Source: an optimization exercise on an open RTL-to-GDS flow (aim: small area). Production flows keep margins and buffers that such runs may drop. Function was checked by simulation only, so behaviour that the tests miss may differ from the original.

### flow/run.sh
#!/bin/bash
# synth_recipe.tcl (not shown) runs the flow's synth.tcl, then flattens the netlist and writes it again
# the make line also repeats each setting of config.mk as NAME=value (left out here)
make -C /OpenROAD-flow-scripts/flow DESIGN_CONFIG=/design/flow/config.mk WORK_HOME=/design/flow/orfs CLKGATE_MAP_FILE= SYNTH_SCRIPT=/design/flow/synth_recipe.tcl finish
### flow/config.mk
export PLATFORM = sky130hd
export DESIGN_NAME = axis_pingpong_frame_buffer
export DESIGN_NICKNAME = axis_pingpong_frame_buffer
export VERILOG_FILES = /design/flow/design.v
export SDC_FILE = /design/flow/constraint.sdc
export NUM_CORES = 4
export LEC_CHECK = 0
export CAP_MARGIN = 20
export CORE_MARGIN = 2
export CORE_UTILIZATION = 45
export PLACE_DENSITY = 0.6
export SLEW_MARGIN = 20
### flow/design.v
module axis_pingpong_frame_buffer #(
   parameter int DATA_WIDTH = 32,
   parameter int FRAME_LEN  = 24,
   parameter int CNT_WIDTH  = 16
) (
   input  logic                         i_clk,
   input  logic                         i_rst,
   input  logic [DATA_WIDTH-1:0]        s_axis_tdata,
   input  logic                         s_axis_tvalid,
   output logic                         s_axis_tready,
   output logic [DATA_WIDTH-1:0]        m_axis_tdata,
   output logic                         m_axis_tvalid,
   input  logic                         m_axis_tready,
   output logic                         m_axis_tlast,
   output logic [1:0]                   o_bank_full,
   output logic [CNT_WIDTH-1:0]         o_frame_cnt
);
   localparam int               PTR_W    = (FRAME_LEN > 1) ? $clog2(FRAME_LEN) : 1;
   localparam logic [PTR_W-1:0] LAST_IDX = PTR_W'(FRAME_LEN - 1);
   typedef enum logic [1:0] {
      BANK_EMPTY   = 2'd0,
      BANK_FILLING = 2'd1,
      BANK_FULL    = 2'd2
   } bank_state_t;
   logic [DATA_WIDTH-1:0] mem_r [2][FRAME_LEN];
   bank_state_t [1:0]     bank_state_r;
   bank_state_t [1:0]     bank_state_s;
   logic [PTR_W-1:0]      last_idx_r   [2];
   logic                  wr_bank_r, wr_bank_s, rd_bank_r, rd_bank_s;
   logic [PTR_W-1:0]      wr_ptr_r, wr_ptr_s, rd_ptr_r, rd_ptr_s;
   logic                  s_tready_r, s_tready_s;
   logic [DATA_WIDTH-1:0] m_tdata_r;
   logic                  m_tvalid_r, m_tvalid_s, m_tlast_r, m_tlast_s;
   logic                  out_bank_r, out_bank_s;
   logic [1:0]            bank_full_r, bank_full_s;
   logic [CNT_WIDTH-1:0]  frame_cnt_r;
   logic                  in_tlast_s, wr_fire_s, wr_close_s;
   logic                  out_free_s, rd_load_s, rd_last_s, tlast_acc_s;
   assign in_tlast_s = 1'b0;
   assign wr_fire_s   = s_axis_tvalid & s_tready_r;
   assign wr_close_s  = wr_fire_s & ((wr_ptr_r == LAST_IDX) | in_tlast_s);
   assign out_free_s  = ~m_tvalid_r | m_axis_tready;
   assign tlast_acc_s = m_tvalid_r & m_axis_tready & m_tlast_r;
   assign rd_load_s   = out_free_s & (bank_state_r[rd_bank_r] == BANK_FULL);
   assign rd_last_s   = (rd_ptr_r == last_idx_r[rd_bank_r]);
   always_comb begin
      bank_state_s = bank_state_r;
      wr_bank_s    = wr_bank_r;
      wr_ptr_s     = wr_ptr_r;
      rd_bank_s    = rd_bank_r;
      rd_ptr_s     = rd_ptr_r;
      m_tvalid_s   = m_tvalid_r;
      m_tlast_s    = m_tlast_r;
      out_bank_s   = out_bank_r;
      if (wr_close_s) begin
         bank_state_s[wr_bank_r] = BANK_FULL;
         wr_ptr_s                = '0;
         wr_bank_s               = ~wr_bank_r;
      end else if (wr_fire_s) begin
         bank_state_s[wr_bank_r] = BANK_FILLING;
         wr_ptr_s                = wr_ptr_r + PTR_W'(1);
      end else begin
         wr_ptr_s = wr_ptr_r;
      end
      if (rd_load_s) begin
         m_tvalid_s = 1'b1;
         m_tlast_s  = rd_last_s;
         out_bank_s = rd_bank_r;
         if (rd_last_s) begin
            bank_state_s[rd_bank_r] = BANK_EMPTY;
            rd_ptr_s                = '0;
            rd_bank_s               = ~rd_bank_r;
         end else begin
            rd_ptr_s = rd_ptr_r + PTR_W'(1);
         end
      end else if (m_tvalid_r & m_axis_tready) begin
         m_tvalid_s = 1'b0;
         m_tlast_s  = 1'b0;
      end else begin
         m_tvalid_s = m_tvalid_r;
      end
      s_tready_s = (bank_state_s[wr_bank_s] != BANK_FULL);
      for (int b = 0; b < 2; b++) begin
         bank_full_s[b] = (bank_state_s[b] == BANK_FULL) |
                          (m_tvalid_s & m_tlast_s & (out_bank_s == 1'(b)));
      end
   end
   always_ff @(posedge i_clk) begin
      if (i_rst) begin
         bank_state_r[0] <= BANK_EMPTY;
         bank_state_r[1] <= BANK_EMPTY;
         last_idx_r[0]   <= LAST_IDX;
         last_idx_r[1]   <= LAST_IDX;
         wr_bank_r       <= 1'b0;
         rd_bank_r       <= 1'b0;
         wr_ptr_r        <= '0;
         rd_ptr_r        <= '0;
         s_tready_r      <= 1'b1;
         m_tdata_r       <= '0;
         m_tvalid_r      <= 1'b0;
         m_tlast_r       <= 1'b0;
         out_bank_r      <= 1'b0;
         bank_full_r     <= 2'b00;
         frame_cnt_r     <= '0;
      end else begin
         bank_state_r <= bank_state_s;
         wr_bank_r    <= wr_bank_s;
         rd_bank_r    <= rd_bank_s;
         wr_ptr_r     <= wr_ptr_s;
         rd_ptr_r     <= rd_ptr_s;
         s_tready_r   <= s_tready_s;
         m_tvalid_r   <= m_tvalid_s;
         m_tlast_r    <= m_tlast_s;
         out_bank_r   <= out_bank_s;
         bank_full_r  <= bank_full_s;
         if (wr_close_s) begin
            last_idx_r[wr_bank_r] <= wr_ptr_r;
         end
         if (rd_load_s) begin
            m_tdata_r <= mem_r[rd_bank_r][rd_ptr_r];
         end
         if (tlast_acc_s) begin
            frame_cnt_r <= frame_cnt_r + CNT_WIDTH'(1);
         end
      end
   end
   always_ff @(posedge i_clk) begin
      if (wr_fire_s) begin
         mem_r[wr_bank_r][wr_ptr_r] <= s_axis_tdata;
      end
   end
   assign s_axis_tready = s_tready_r;
   assign m_axis_tdata  = m_tdata_r;
   assign m_axis_tvalid = m_tvalid_r;
   assign m_axis_tlast  = m_tlast_r;
   assign o_bank_full   = bank_full_r;
   assign o_frame_cnt   = frame_cnt_r;
endmodule
### flow/constraint.sdc
create_clock -name core_clock -period 5.0 [get_ports {i_clk}]
set_input_delay 1.0000 -clock core_clock [delete_from_list [all_inputs] [get_ports {i_clk}]]
set_output_delay 1.0000 -clock core_clock [all_outputs]
set_load 0.01 [all_outputs]
==> flow_summary.toml <==
[outcome]
status = "no timing/DRC/antenna violations"

[power_and_ir_drop]
clkPwrFrac_pct = 43.6
p_sw_mw = 5.50
combPwrFrac_pct = 1.7
power.density_nw_per_um2 = 385
ir_worst_vdd_mv = 0.341
seqPwrFrac_pct = 54.6
p_leak_nw = 21.1
switching_share_pct = 20.2
intPower_mw = 21.8
total_power_mw = 27.3

[synthesis]
synth_edf_count = 1546
yosys_most_used_dff = "edfxtp_1"
async_flop_share_pct = 0
ys_warn_count = 1
syn_inst = 2751
ys_types = 51
ys_ff_latch = 1617
ys_seq_area_share_pct = 77.7
avgSynthCellArea_um2 = 22.4
syn_area_um2 = 61600

[detailed_routing]
dr.first_iter.drc_count = 3573
vias_per_cell = 6.06
wl_per_cell_um = 31.8
num_vias = 29778
drc_errors = 0
firstDrtPassIters = 5
wl_um = 156000
ant_nets = 0

[grt]
use_met1_pct = 30.5
grtUsageTotal_pct = 22.5
busiest_layer = "met2"
antenna_found_initial = 2
grt-ovfl-total = 0
globalRouteMet2Util_pct = 37.1
grt_pass1_vias = 30341
grt_pass1_wl_um = 224000
grtUsageMet3_pct = 4.03
grt_max_degree = 112

[placement]
dp_hpwl_um = 95000
routabilityCongestion = 0.842
portBuffers = 88

[clocking]
clock_latency_ns = 0.80
ctsHoldBuffers = 0
h-tree-depth = 4
cts_buffer_depth = 3
numCtsBuffers = 164
post_cts_buffers = 0
ctsResizeCount = 0
root_buffer = "clkbuf_16"
numClockSinks = 1617
cts_tree = "yes"
clk_pin_slew_ns = 0.06

[floorplanning]
row_count = 135
dieArea_um2 = 140000
die_y_um = 374
design.core.area_um2 = 136000
start_util_pct = 45.4
io_pins = 89
fp.dieW_um = 374

[sta]
hold_viol = 0
fin_crit_sh_pct = 73.3
finalSetupTns_ns = 0
setup_violations = 0
fmax_ghz = 0.273
period_needed_ns = 3.67
worst-slew-pin-transition_ns = 1.11
slew_headroom_pct = 25.7
slew_violations = 0
grt_setup_unrepaired = "false"
skew_ns = 0.0302
timing.hold.ws_ns = 0.509

[final_layout]
syn_to_final_growth_pct = 14.9
drive_gt1_share_pct = 28.0
nNetsFinal = 3043
fillers = 10380

[min_path]
min_path_type = "reg2reg"

[setup_path]
startpoint_type = "flop"
crit_fanout = 17
cp.required_ns = 5.67
end_kind = "flop"
crit_type = "reg2reg"
cp.arrival_ns = 4.34

[run]
maxCapViolCount = 0
[cells in the mapped netlist, drive strengths merged (13+ instances only)]
| master | count | area (µm²) |
|---|---|---|
| a211oi | 17 | 188 |
| a21oi | 16 | 80.1 |
| clkbuf | 38 | 143 |
| a211o | 15 | 131 |
| nand3 | 26 | 135 |
| dfxtp | 71 | 1420 |
| buf | 112 | 676 |
| nor2b | 18 | 113 |
| o21ai | 53 | 265 |
| o22ai | 83 | 519 |
| edfxtp | 1546 | 46400 |
| mux4 | 414 | 9320 |
| nor4 | 19 | 119 |
| mux2i | 55 | 551 |
| nor2 | 97 | 364 |
| xnor2 | 13 | 114 |
| nand2 | 41 | 154 |
| a31oi | 19 | 119 |
[path summary, 6_finish.rpt]
kind                                      from             end  slack, ns  depth (start not counted)
worst max-delay path                 rd_bank_r   m_tdata_r[11]       1.33                          8
worst min-delay path            frame_cnt_r[5]  frame_cnt_r[5]       0.51                          2
worst max register to register       rd_bank_r   m_tdata_r[11]       1.33                          8
worst min register to register  frame_cnt_r[5]  frame_cnt_r[5]       0.51                          2
[through the flow]
stage	setup slack (ns)	utilization, %	cells	area [µm²]
floorplan	1.17	-	2755	61600
global placement	1.27	48.3	4610	65500
detailed placement	1.18	48.3	4613	65500
CTS	1.35	52.2	4908	70800
global route	1.25	52.2	4909	70800
finish	1.33	52.2	4911	70800
[registers in the layout, indices dropped and copies added, names as in the netlist, 2 cells and up, named ones only]
signal and count:
bank_full_r 2, bank_state_r 4, frame_cnt_r 16, last_idx_r 10
m_tdata_r 32, mem_r 1536, rd_ptr_r 5, wr_ptr_r 5
[worst max-delay path, stage by stage (launching register included)]
cell and delay [ns]:
dfxtp_1 0.39, ha_2 0.22, fa_2 0.89, nand3b_1 0.80, o22ai_1 0.50, nor4_1 0.17
buf_4 0.18, o21ai_1 0.29, nor2_1 0.09
[power groups by stage]
stage          clock, mW  sequential, mW  combinational, mW
2_1_floorplan          0            15.2              0.107
3_3_place_gp           0            15.2              0.461
3_5_place_dp           0            15.2              0.481
4_1_cts             12.1            14.9              0.481
5_1_grt             12.6            14.9              0.500
6_report            11.9            14.9              0.474
[layer usage]
metal	share of wire [%]	wire, µm
met1	40	62000
met2	50	77800
met3	7.2	11300
met4	3.3	5180
met5	0	0
[placed cells by master, fill, tap and decap left out, drive strengths merged, types with 15 or more instances in the layout]
master	n
nand3	26
nand2	41
dfxtp	71
mux4	414
nor2b	18
buf	148
a21oi	16
o21ai	53
clkdlybuf4s50	80
mux2i	55
nor4	19
a211oi	17
nor2	97
clkinv	67
clkbuf	208
a211o	15
edfxtp	1546
a31oi	19
o22ai	83
[layout make-up]
type,count,area [µm²],share of cell area (%)
Antenna cell,2,5.00,0.00707
Clock buffer,208,4400,6.22
Clock inverter,87,823,1.16
Inverter,5,18.8,0.0265
Multi-Input combinational cell,983,13300,18.8
Sequential cell,1617,47900,67.6
Tap cell,1781,2230,3.15
Timing Repair Buffer,228,2140,3.02
[kinds of logic after synthesis]
| logic type | share of synthesized area (%) |
|---|---|
| compound gates | 2.26 |
| xor+xnor | 0.313 |
| fa+ha+maj | 0.187 |
| buf+inv | 1.36 |
| flops | 77.7 |
| mux | 16.0 |
| other cells | 0.0122 |
| simple gates | 2.13 |

## what the ideal ports hide
Ports are ideal in the flow. The routed layout listed here was re-timed in OpenROAD. Step 1: set_driving_cell puts a clkbuf_16 on i_clk and a buf_2 on each other input, an assumption about the parent block. Step 2, shift: input delay + t, output delay - t, t = (earliest + latest rising clock arrival at the registers) / 2. This alone moves slack from input paths to output paths. a / b / c = ideal / step 1 / step 2; a / b = the first two.
shift t [ns]: 0.857
slack for setup (ns): 1.333 / 1.333 / 1.120
pins driven straight from the clock port: 1
After both steps this run still meets setup and hold. For this run, drivers alone change the setup slack by 0.000 ns; drivers and shift together by -0.213 ns.
